From an optimization exercise on the open Yosys and OpenROAD flow, aimed at a short achievable clock period and few clock cycles; shortcuts taken in it are not production practice. The RTL was checked by simulation tests, not by an equivalence proof against the original design. No driver is modelled on the clock port, so clock power and skew are understated where the tree is cut down; a real chip needs a root buffer or a tree. Power and IR drop assume default switching activity.

==> inputs of 12-06 <==
// arm_fire_controller_core
module arm_fire_controller_core #(
    parameter int PHASE_BITS = afc_pkg::PHASE_BITS_DEF,
    parameter int LEVEL_BITS = afc_pkg::LEVEL_BITS_DEF
) (
    input  wire logic                            i_clk,
    input  wire logic                            i_rst_n,
    input  wire logic                            i_cfg_valid,
    output logic                                 o_cfg_ready,
    input  wire logic [afc_pkg::CFG_IDX_W-1:0]   i_cfg_index,
    input  wire logic [afc_pkg::CFG_DATA_W-1:0]  i_cfg_data,
    input  wire logic                            i_s_tvalid,
    output logic                                 o_s_tready,
    input  wire logic [afc_pkg::IN_DATA_W-1:0]   i_s_tdata,
    output logic                                 o_m_tvalid,
    input  wire logic                            i_m_tready,
    output logic [afc_pkg::OUT_DATA_W-1:0]       o_m_tdata,
    output logic                                 o_m_tlast
);
    localparam int FAW = 5;              
    localparam int FD  = 1 << FAW;       
    localparam int CAP = 24;             
    assign o_cfg_ready = 1'b1;
    logic        r_rst;                  
    logic        r_rdy;
    logic        r_in_v;
    logic [1:0]  r_in_d;
    logic        r_cfg_v;
    logic [2:0]  r_cfg_idx;
    logic [15:0] r_cfg_d;
    always_ff @(posedge i_clk) begin
        r_rst     <= !i_rst_n;
        r_in_v    <= i_s_tvalid && r_rdy && i_rst_n;
        r_in_d    <= i_s_tdata[1:0];
        r_cfg_v   <= i_cfg_valid && i_rst_n;
        r_cfg_idx <= i_cfg_index;
        r_cfg_d   <= i_cfg_data;
    end
    assign o_s_tready = r_rdy_o;
    logic [15:0] r_st_m1, r_fi_m1, r_deb;
    logic        r_st_z, r_fi_z, r_deb_max;
    logic [9:0]  r_bl_m1;
    logic        r_bl_z;
  ...
export LEC_CHECK = 0
export ABC_CLOCK_PERIOD_IN_PS = 2500
export CAP_MARGIN = 20
export CORE_MARGIN = 2
export CORE_UTILIZATION = 55
export PLACE_DENSITY = 0.72
export SLEW_MARGIN = 20
export SYNTH_HIERARCHICAL = 1
create_clock -name core_clock -period 15.0 [get_ports {i_clk}]
standard.sh (not shown) runs the stock make flow with config.mk's settings and CLKGATE_MAP_FILE= SYNTH_SCRIPT=/design/flow/synth_recipe.tcl, a recipe that flattens the netlist after the stock synthesis.
==> flow/flow/run.sh <==
#!/bin/bash
set -euo pipefail
HERE=$(pwd)
MARGIN=${MARGIN:-11.4}
export AFC_ROOT_CELL=sky130_fd_sc_hd__inv_16
export AFC_LEAF_CELL=sky130_fd_sc_hd__inv_16
export AFC_LEAF_SIZE=24
export AFC_ROOTS=4
bash standard.sh SETUP_SLACK_MARGIN=$MARGIN POST_CTS_TCL=$HERE/flow/cts_post.tcl \
  PRE_IO_PLACEMENT_TCL=$HERE/flow/io_pins.tcl finish > make_finish.log 2>&1
==> flow/flow/cts_post.tcl <==
set block [ord::get_db_block]
set db [ord::get_db]
set clk_port_net [$block findNet i_clk]
set root_cell [expr {[info exists ::env(AFC_ROOT_CELL)] ? $::env(AFC_ROOT_CELL) : "sky130_fd_sc_hd__clkbuf_16"}]
set leaf_cell [expr {[info exists ::env(AFC_LEAF_CELL)] ? $::env(AFC_LEAF_CELL) : "sky130_fd_sc_hd__clkbuf_16"}]
set root_master [$db findMaster $root_cell]
set leaf_master [$db findMaster $leaf_cell]
proc in_pin {inst} {
  foreach it [$inst getITerms] {
    if {[$it getIoType] eq "INPUT" && [[$it getMTerm] getSigType] eq "SIGNAL"} { return $it }
  }
}
proc out_pin {inst} {
  foreach it [$inst getITerms] {
    if {[$it getIoType] eq "OUTPUT"} { return $it }
  }
}
set leaf_size [expr {[info exists ::env(AFC_LEAF_SIZE)] ? $::env(AFC_LEAF_SIZE) : 24}]
set n_roots [expr {[info exists ::env(AFC_ROOTS)] ? $::env(AFC_ROOTS) : 4}]

# walk the old tree
set sinks {}
set old_insts {}
set old_nets {}
set todo [list $clk_port_net]
while {[llength $todo]} {
  set net [lindex $todo 0]
  set todo [lrange $todo 1 end]
  foreach it [$net getITerms] {
    if {![$it isInputSignal] && [$it getIoType] ne "INPUT"} { continue }
    set inst [$it getInst]
    set m [$inst getMaster]
    if {[$m isSequential]} {
      lappend sinks $it
    } else {
      lappend old_insts $inst
      foreach ot [$inst getITerms] {
        if {[$ot getIoType] eq "OUTPUT" && [$ot getNet] ne "NULL"} {
          lappend todo [$ot getNet]
          lappend old_nets [$ot getNet]
        }
      }
    }
  }
}
puts "afc_cts: [llength $sinks] sinks, removing [llength $old_insts] cells and [llength $old_nets] nets"
foreach it $sinks { $it disconnect }
foreach inst $old_insts { odb::dbInst_destroy $inst }
foreach net $old_nets { odb::dbNet_destroy $net }

# sink positions
set pts {}
foreach it $sinks {
  set bb [[$it getInst] getBBox]
  lappend pts [list [expr {([$bb xMin] + [$bb xMax]) / 2.0}] [expr {([$bb yMin] + [$bb yMax]) / 2.0}]]
}

# recursive bisection into n groups of (nearly) equal size, cutting the
# longer side of each group's bounding box
proc bisect {items n} {
  if {$n <= 1} { return [list $items] }
  set xs {}; set ys {}
  foreach it $items { lappend xs [lindex $it 1]; lappend ys [lindex $it 2] }
  set xs [lsort -real $xs]; set ys [lsort -real $ys]
  set axis [expr {([lindex $xs end] - [lindex $xs 0]) >= ([lindex $ys end] - [lindex $ys 0]) ? 1 : 2}]
  set sorted [lsort -real -index $axis $items]
  set n1 [expr {$n / 2}]
  set h [expr {int(round([llength $sorted] * double($n1) / $n))}]
  return [concat [bisect [lrange $sorted 0 [expr {$h - 1}]] $n1] \
                 [bisect [lrange $sorted $h end] [expr {$n - $n1}]]]
}
proc centre {items} {
  set sx 0.0; set sy 0.0
  foreach it $items { set sx [expr {$sx + [lindex $it 1]}]; set sy [expr {$sy + [lindex $it 2]}] }
  set n [llength $items]
  return [list [expr {$sx / $n}] [expr {$sy / $n}]]
}
set items {}
set i 0
foreach p $pts { lappend items [list $i [lindex $p 0] [lindex $p 1]]; incr i }
# leaves: a multiple of the root count, at most leaf_size sinks each; the
# first cuts of the bisection then give each root its own block of leaves
set per_root [expr {int(ceil([llength $sinks] / double($leaf_size * $n_roots)))}]
set n_leaf [expr {$per_root * $n_roots}]
set groups {}
foreach rg [bisect $items $n_roots] {
  set groups [concat $groups [bisect $rg $per_root]]
}
set leaf_of [lrepeat [llength $sinks] 0]
set leaf_c {}
set root_of {}
set l 0
foreach g $groups {
  foreach it $g { lset leaf_of [lindex $it 0] $l }
  lappend leaf_c [centre $g]
  lappend root_of [expr {$l / $per_root}]
  incr l
}
set root_c {}
for {set r 0} {$r < $n_roots} {incr r} {
  set sx 0.0; set sy 0.0; set n 0
  foreach c $leaf_c ro $root_of {
    if {$ro == $r} { set sx [expr {$sx + [lindex $c 0]}]; set sy [expr {$sy + [lindex $c 1]}]; incr n }
  }
  lappend root_c [list [expr {$sx / $n}] [expr {$sy / $n}]]
}

proc place_at {inst x y} {
  set m [$inst getMaster]
  set w [$m getWidth]; set h [$m getHeight]
  $inst setLocation [expr {int($x - $w / 2)}] [expr {int($y - $h / 2)}]
  $inst setPlacementStatus PLACED
}

set root_nets {}
for {set r 0} {$r < $n_roots} {incr r} {
  set inst [odb::dbInst_create $block $root_master "afc_clkroot_$r"]
  set net [odb::dbNet_create $block "afc_clknet_root_$r"]
  $net setSigType CLOCK
  [in_pin $inst] connect $clk_port_net
  [out_pin $inst] connect $net
  lassign [lindex $root_c $r] x y
  place_at $inst $x $y
  lappend root_nets $net
}
set leaf_nets {}
for {set l 0} {$l < $n_leaf} {incr l} {
  set inst [odb::dbInst_create $block $leaf_master "afc_clkleaf_$l"]
  set net [odb::dbNet_create $block "afc_clknet_leaf_$l"]
  $net setSigType CLOCK
  [in_pin $inst] connect [lindex $root_nets [lindex $root_of $l]]
  [out_pin $inst] connect $net
  lassign [lindex $leaf_c $l] x y
  place_at $inst $x $y
  lappend leaf_nets $net
}
foreach it $sinks a $leaf_of {
  $it connect [lindex $leaf_nets $a]
}
$clk_port_net setSigType CLOCK
puts "afc_cts: $n_roots root and $n_leaf leaf buffers"

detailed_placement
set_propagated_clock [all_clocks]
estimate_parasitics -placement
report_clock_latency
if {[llength [info procs repair_timing_helper]]} {
  repair_timing_helper
  detailed_placement
  check_placement -verbose
}
==> flow/flow/io_pins.tcl <==
# Keep every port together in the middle of the left edge, so the input and
# output registers, and the logic between them, sit close to their pins.
set die [[ord::get_db_block] getDieArea]
set h [expr {[ord::dbu_to_microns [$die dy]]}]
set lo [expr {int($h / 2 - 45)}]
set hi [expr {int($h / 2 + 45)}]
set names {}
foreach port [get_ports *] { lappend names [get_full_name $port] }
set_io_pin_constraint -region left:$lo-$hi -pin_names $names
==> 10-25: changes against 12-06 <==
--- a/flow/design.v
+++ b/flow/design.v
@@ -45,17 +45,17 @@
     output logic                                 o_s_tready,
     input  wire logic [afc_pkg::IN_DATA_W-1:0]   i_s_tdata,
     output logic                                 o_m_tvalid,
     input  wire logic                            i_m_tready,
     output logic [afc_pkg::OUT_DATA_W-1:0]       o_m_tdata,
     output logic                                 o_m_tlast
 );
-    localparam int FAW = 5;              
+    localparam int FAW = 4;              
     localparam int FD  = 1 << FAW;       
-    localparam int CAP = 24;             
+    localparam int CAP = FD;             
     assign o_cfg_ready = 1'b1;
     logic        r_rst;                  
     logic        r_rdy;
     logic        r_in_v;
     logic [1:0]  r_in_d;
     logic        r_cfg_v;
     logic [2:0]  r_cfg_idx;
@@ -371,57 +371,46 @@
         r_p3_msg0 <= r_p2_msg0;
         r_p3_two  <= r_p2_two;
         r_p3_arm  <= r_p2_arm;
         r_p3_on   <= r_p2_on;
         r_p3_s    <= r_p2_top ? 16'd32768 : p3_sum[25:10];
         r_p3_q1   <= r_p2_q1;
     end
-    logic [7:0] p4_b;
-    logic       r_p4_v, r_p4_two, r_p4_arm, r_p4_on, r_p4_q1, r_p4_lt, r_p4_nz;
+    logic [7:0] p4_a, p4_b, p4_pulse, p4_up0, p4_up1, p4_dn0, p4_dn1;
+    logic       p4_lt, p4_nz;
+    logic       r_p4_v, r_p4_two;
     logic [1:0] r_p4_mode;
     logic [2:0] r_p4_msg0;
-    logic [7:0] r_p4_a;
-    assign p4_b = r_p3_s[7:0];
+    logic [7:0] r_p4_lvl;
+    assign p4_a     = r_p3_s[15:8];
+    assign p4_b     = r_p3_s[7:0];
+    assign p4_lt    = (p4_b <= p4_a) && (p4_a != 8'd0);
+    assign p4_nz    = r_p3_s != 16'd0;
+    assign p4_up0   = 8'd128 + p4_a;
+    assign p4_up1   = 8'd127 + p4_a;
+    assign p4_dn0   = 8'd128 - p4_a - {7'd0, p4_nz};
+    assign p4_dn1   = 8'd129 - p4_a - {7'd0, p4_nz};
+    assign p4_pulse = r_p3_q1 ? (p4_lt ? p4_up1 : p4_up0) : (p4_lt ? p4_dn1 : p4_dn0);
     always_ff @(posedge i_clk) begin
         if (r_rst) r_p4_v <= 1'b0;
         else       r_p4_v <= r_p3_v;
         r_p4_mode <= r_p3_mode;
         r_p4_msg0 <= r_p3_msg0;
         r_p4_two  <= r_p3_two;
-        r_p4_arm  <= r_p3_arm;
-        r_p4_on   <= r_p3_on;
-        r_p4_q1   <= r_p3_q1;
-        r_p4_a    <= r_p3_s[15:8];
-        r_p4_lt   <= (p4_b < r_p3_s[15:8]) || ((p4_b == r_p3_s[15:8]) && (p4_b != 8'd0));
-        r_p4_nz   <= r_p3_s != 16'd0;
-    end
-    logic [7:0] p5_pulse;
-    logic       r_p5_v, r_p5_two;
-    logic [1:0] r_p5_mode;
-    logic [2:0] r_p5_msg0;
-    logic [7:0] r_p5_lvl;
-    assign p5_pulse = r_p4_q1 ? (8'd128 + r_p4_a - {7'd0, r_p4_lt})
-                              : (8'd128 - r_p4_a + {7'd0, r_p4_lt} - {7'd0, r_p4_nz});
-    always_ff @(posedge i_clk) begin
-        if (r_rst) r_p5_v <= 1'b0;
-        else       r_p5_v <= r_p4_v;
-        r_p5_mode <= r_p4_mode;
-        r_p5_msg0 <= r_p4_msg0;
-        r_p5_two  <= r_p4_two;
-        r_p5_lvl  <= r_p4_arm ? p5_pulse : {8{r_p4_on}};
+        r_p4_lvl  <= r_p3_arm ? p4_pulse : {8{r_p3_on}};
     end
     logic [13:0]  r_mem [FD];
     logic [FAW:0] r_wp, r_rp;
     always_ff @(posedge i_clk) begin
-        if (r_p5_v)
-            r_mem[r_wp[FAW-1:0]] <= {r_p5_two, r_p5_msg0, r_p5_lvl, r_p5_mode};
+        if (r_p4_v)
+            r_mem[r_wp[FAW-1:0]] <= {r_p4_two, r_p4_msg0, r_p4_lvl, r_p4_mode};
     end
     always_ff @(posedge i_clk) begin
         if (r_rst)        r_wp <= '0;
-        else if (r_p5_v)  r_wp <= r_wp + 1'b1;
+        else if (r_p4_v)  r_wp <= r_wp + 1'b1;
     end
     logic        r_o_valid, r_o_busy, r_o_last, r_sub, r_pop_d;
     logic [1:0]  r_o_mode;
     logic [7:0]  r_o_level;
     logic [2:0]  r_o_msg;
     logic [FAW:0] r_rp1, r_rp2, rp, rp1;
     logic [13:0]  e0, e1;
==> flow/flow/run.sh (replaced) <==
#!/bin/bash
set -euo pipefail
HERE=$(pwd)
MARGIN=${MARGIN:-11.4}
export AFC_ROOT_CELL=sky130_fd_sc_hd__inv_16
export AFC_LEAF_CELL=sky130_fd_sc_hd__clkinv_16
export AFC_LEAF_SIZE=28
export AFC_ROOTS=4
bash standard.sh SETUP_SLACK_MARGIN=$MARGIN POST_CTS_TCL=$HERE/flow/cts_post.tcl \
  PRE_CTS_TCL=$HERE/flow/place_out.tcl finish > make_finish.log 2>&1
==> flow/flow/place_out.tcl (new file) <==
# Put each output port's buffer, and the flip-flop that drives it, right
# next to the port's pin, then legalize.
set block [ord::get_db_block]
set core [$block getCoreArea]
proc afc_driver {net} {
  if {$net eq "NULL"} { return "" }
  foreach it [$net getITerms] {
    if {[$it getIoType] eq "OUTPUT"} { return [$it getInst] }
  }
  return ""
}
proc afc_input_net {inst} {
  foreach it [$inst getITerms] {
    if {[$it getIoType] eq "INPUT" && [[$it getMTerm] getSigType] eq "SIGNAL"} { return [$it getNet] }
  }
  return "NULL"
}
set moved 0
foreach bt [$block getBTerms] {
  if {[$bt getIoType] ne "OUTPUT"} { continue }
  set buf [afc_driver [$bt getNet]]
  if {$buf eq ""} { continue }
  set ff [afc_driver [afc_input_net $buf]]
  if {$ff eq "" || ![[$ff getMaster] isSequential]} { continue }
  set bb [$bt getBBox]
  set px [expr {([$bb xMin] + [$bb xMax]) / 2}]
  set py [expr {([$bb yMin] + [$bb yMax]) / 2}]
  # the nearest core point, then one and two cell widths further in
  set cx [expr {min(max($px, [$core xMin]), [$core xMax])}]
  set cy [expr {min(max($py, [$core yMin]), [$core yMax])}]
  set dx [expr {$cx == [$core xMin] ? 1 : ($cx == [$core xMax] ? -1 : 0)}]
  set dy [expr {$cy == [$core yMin] ? 1 : ($cy == [$core yMax] ? -1 : 0)}]
  set i 0
  foreach inst [list $buf $ff] {
    set m [$inst getMaster]
    set w [$m getWidth]; set h [$m getHeight]
    set off [expr {2000 + $i * 6000}]
    set x [expr {$cx + $dx * $off - ($dx < 0 ? $w : 0)}]
    set y [expr {$cy + $dy * $off - ($dy < 0 ? $h : 0)}]
    if {$dx == 0} { set x [expr {$x - $w / 2}] }
    if {$dy == 0} { set y [expr {$y - $h / 2}] }
    $inst setLocation [expr {int($x)}] [expr {int($y)}]
    $inst setPlacementStatus PLACED
    incr i
  }
  incr moved
}
puts "afc_place_out: moved $moved output buffer and flip-flop pairs"
detailed_placement
removed: flow/flow/io_pins.tcl
==> 04-08: changes against 12-06 <==
==> flow/config.mk (replaced) <==
export PLATFORM = sky130hd
export DESIGN_NAME = arm_fire_controller_core
export DESIGN_NICKNAME = arm_fire_controller_core
export VERILOG_FILES = /design/flow/design.v
export SDC_FILE = /design/flow/constraint.sdc
export NUM_CORES = 4
export LEC_CHECK = 0
export ABC_CLOCK_PERIOD_IN_PS = 2500
export CAP_MARGIN = 20
export CORE_MARGIN = 2
export CORE_UTILIZATION = 40
export SLEW_MARGIN = 20
export SYNTH_HIERARCHICAL = 1
==> metrics.md <==
| Metric | Value |
|---|---|
| R2R Setup Slk | 11.50 ns |
| Share of total power in combinational logic | a little over an eighth |
| Post-synthesis compound-gate area fraction | 7.775% |
| Result of the run | finished clean |
| Launch instance of the worst min-delay path | r_p1_msg0[2] |
That was 12-06.
==> metrics.md <==
| Metric | Value |
|---|---|
| Global route hottest layer | met2 |
| R2R Setup Slk | 11.48 ns |
| First-pass iteration count of the detailed router | 8 |
| Post-synthesis compound-gate area fraction | 7.775% |
| NetSw | approximately 1.2 mW |
| Comb pwr | ~0.55 mW |
| Result of the run | finished clean |
| Hold Fails Final Rpt | 0 |
| Capturing element of the worst setup path | o_m_tdata[8] |
| Share of total power in combinational logic | 13.4% |
That was 04-08.
==> metrics.md <==
| Metric | Value |
|---|---|
| Result of the run | finished clean |
| Post-synthesis compound-gate area fraction | around 10% |
| Launch instance of the worst min-delay path | r_p1_msg0[0] |
| Share of total power in combinational logic | 12.2% |
| Max cap viols | 0 |
| R2R Setup Slk | 11.48 ns |
That was 10-25.
Testbench counts of 12-06, summed over its fixed seeds: cycles 41,066.
Testbench counts of 10-25, summed over its fixed seeds: cycles 41,111.
Testbench counts of 04-08, summed over its fixed seeds: cycles 41,066.
No run of this note takes its clock network from TritonCTS; it comes from the design's own scripts or RTL.

==> afterwards: timing with drivers on the ports <==
The results above use ideal ports. As a check the final layouts listed here were re-extracted and re-timed, cells and wires unchanged. Step 1 (the two cells are an assumption about what drives the block):
set clk [get_ports {i_clk}]
set_driving_cell -lib_cell sky130_fd_sc_hd__clkbuf_16 $clk
set_driving_cell -lib_cell sky130_fd_sc_hd__buf_2 [delete_from_list [all_inputs] $clk]
Step 2 also shifts input and output timing later by t, the mid clock arrival at the registers, as if the neighbouring blocks saw the same clock. Slacks: no drivers / after step 1 / after step 2; pairs: no drivers / after step 1.
run	shift t [ns]	setup WS [ns]	latest minus earliest clock arrival (ns)	cell pins on the clock port's net
12-06	0.482	11.170 / 10.924 / 11.141	0.020 / 0.022	4
10-25	0.414	11.380 / 11.147 / 11.196	0.014 / 0.014	4
04-08	0.482	11.173 / 10.930 / 11.139	0.023 / 0.024	4
After both steps setup and hold are still met in every run listed. The setup slack of 10-25, which loses most, moves by -0.233 ns with the drivers and by -0.184 ns with both steps.
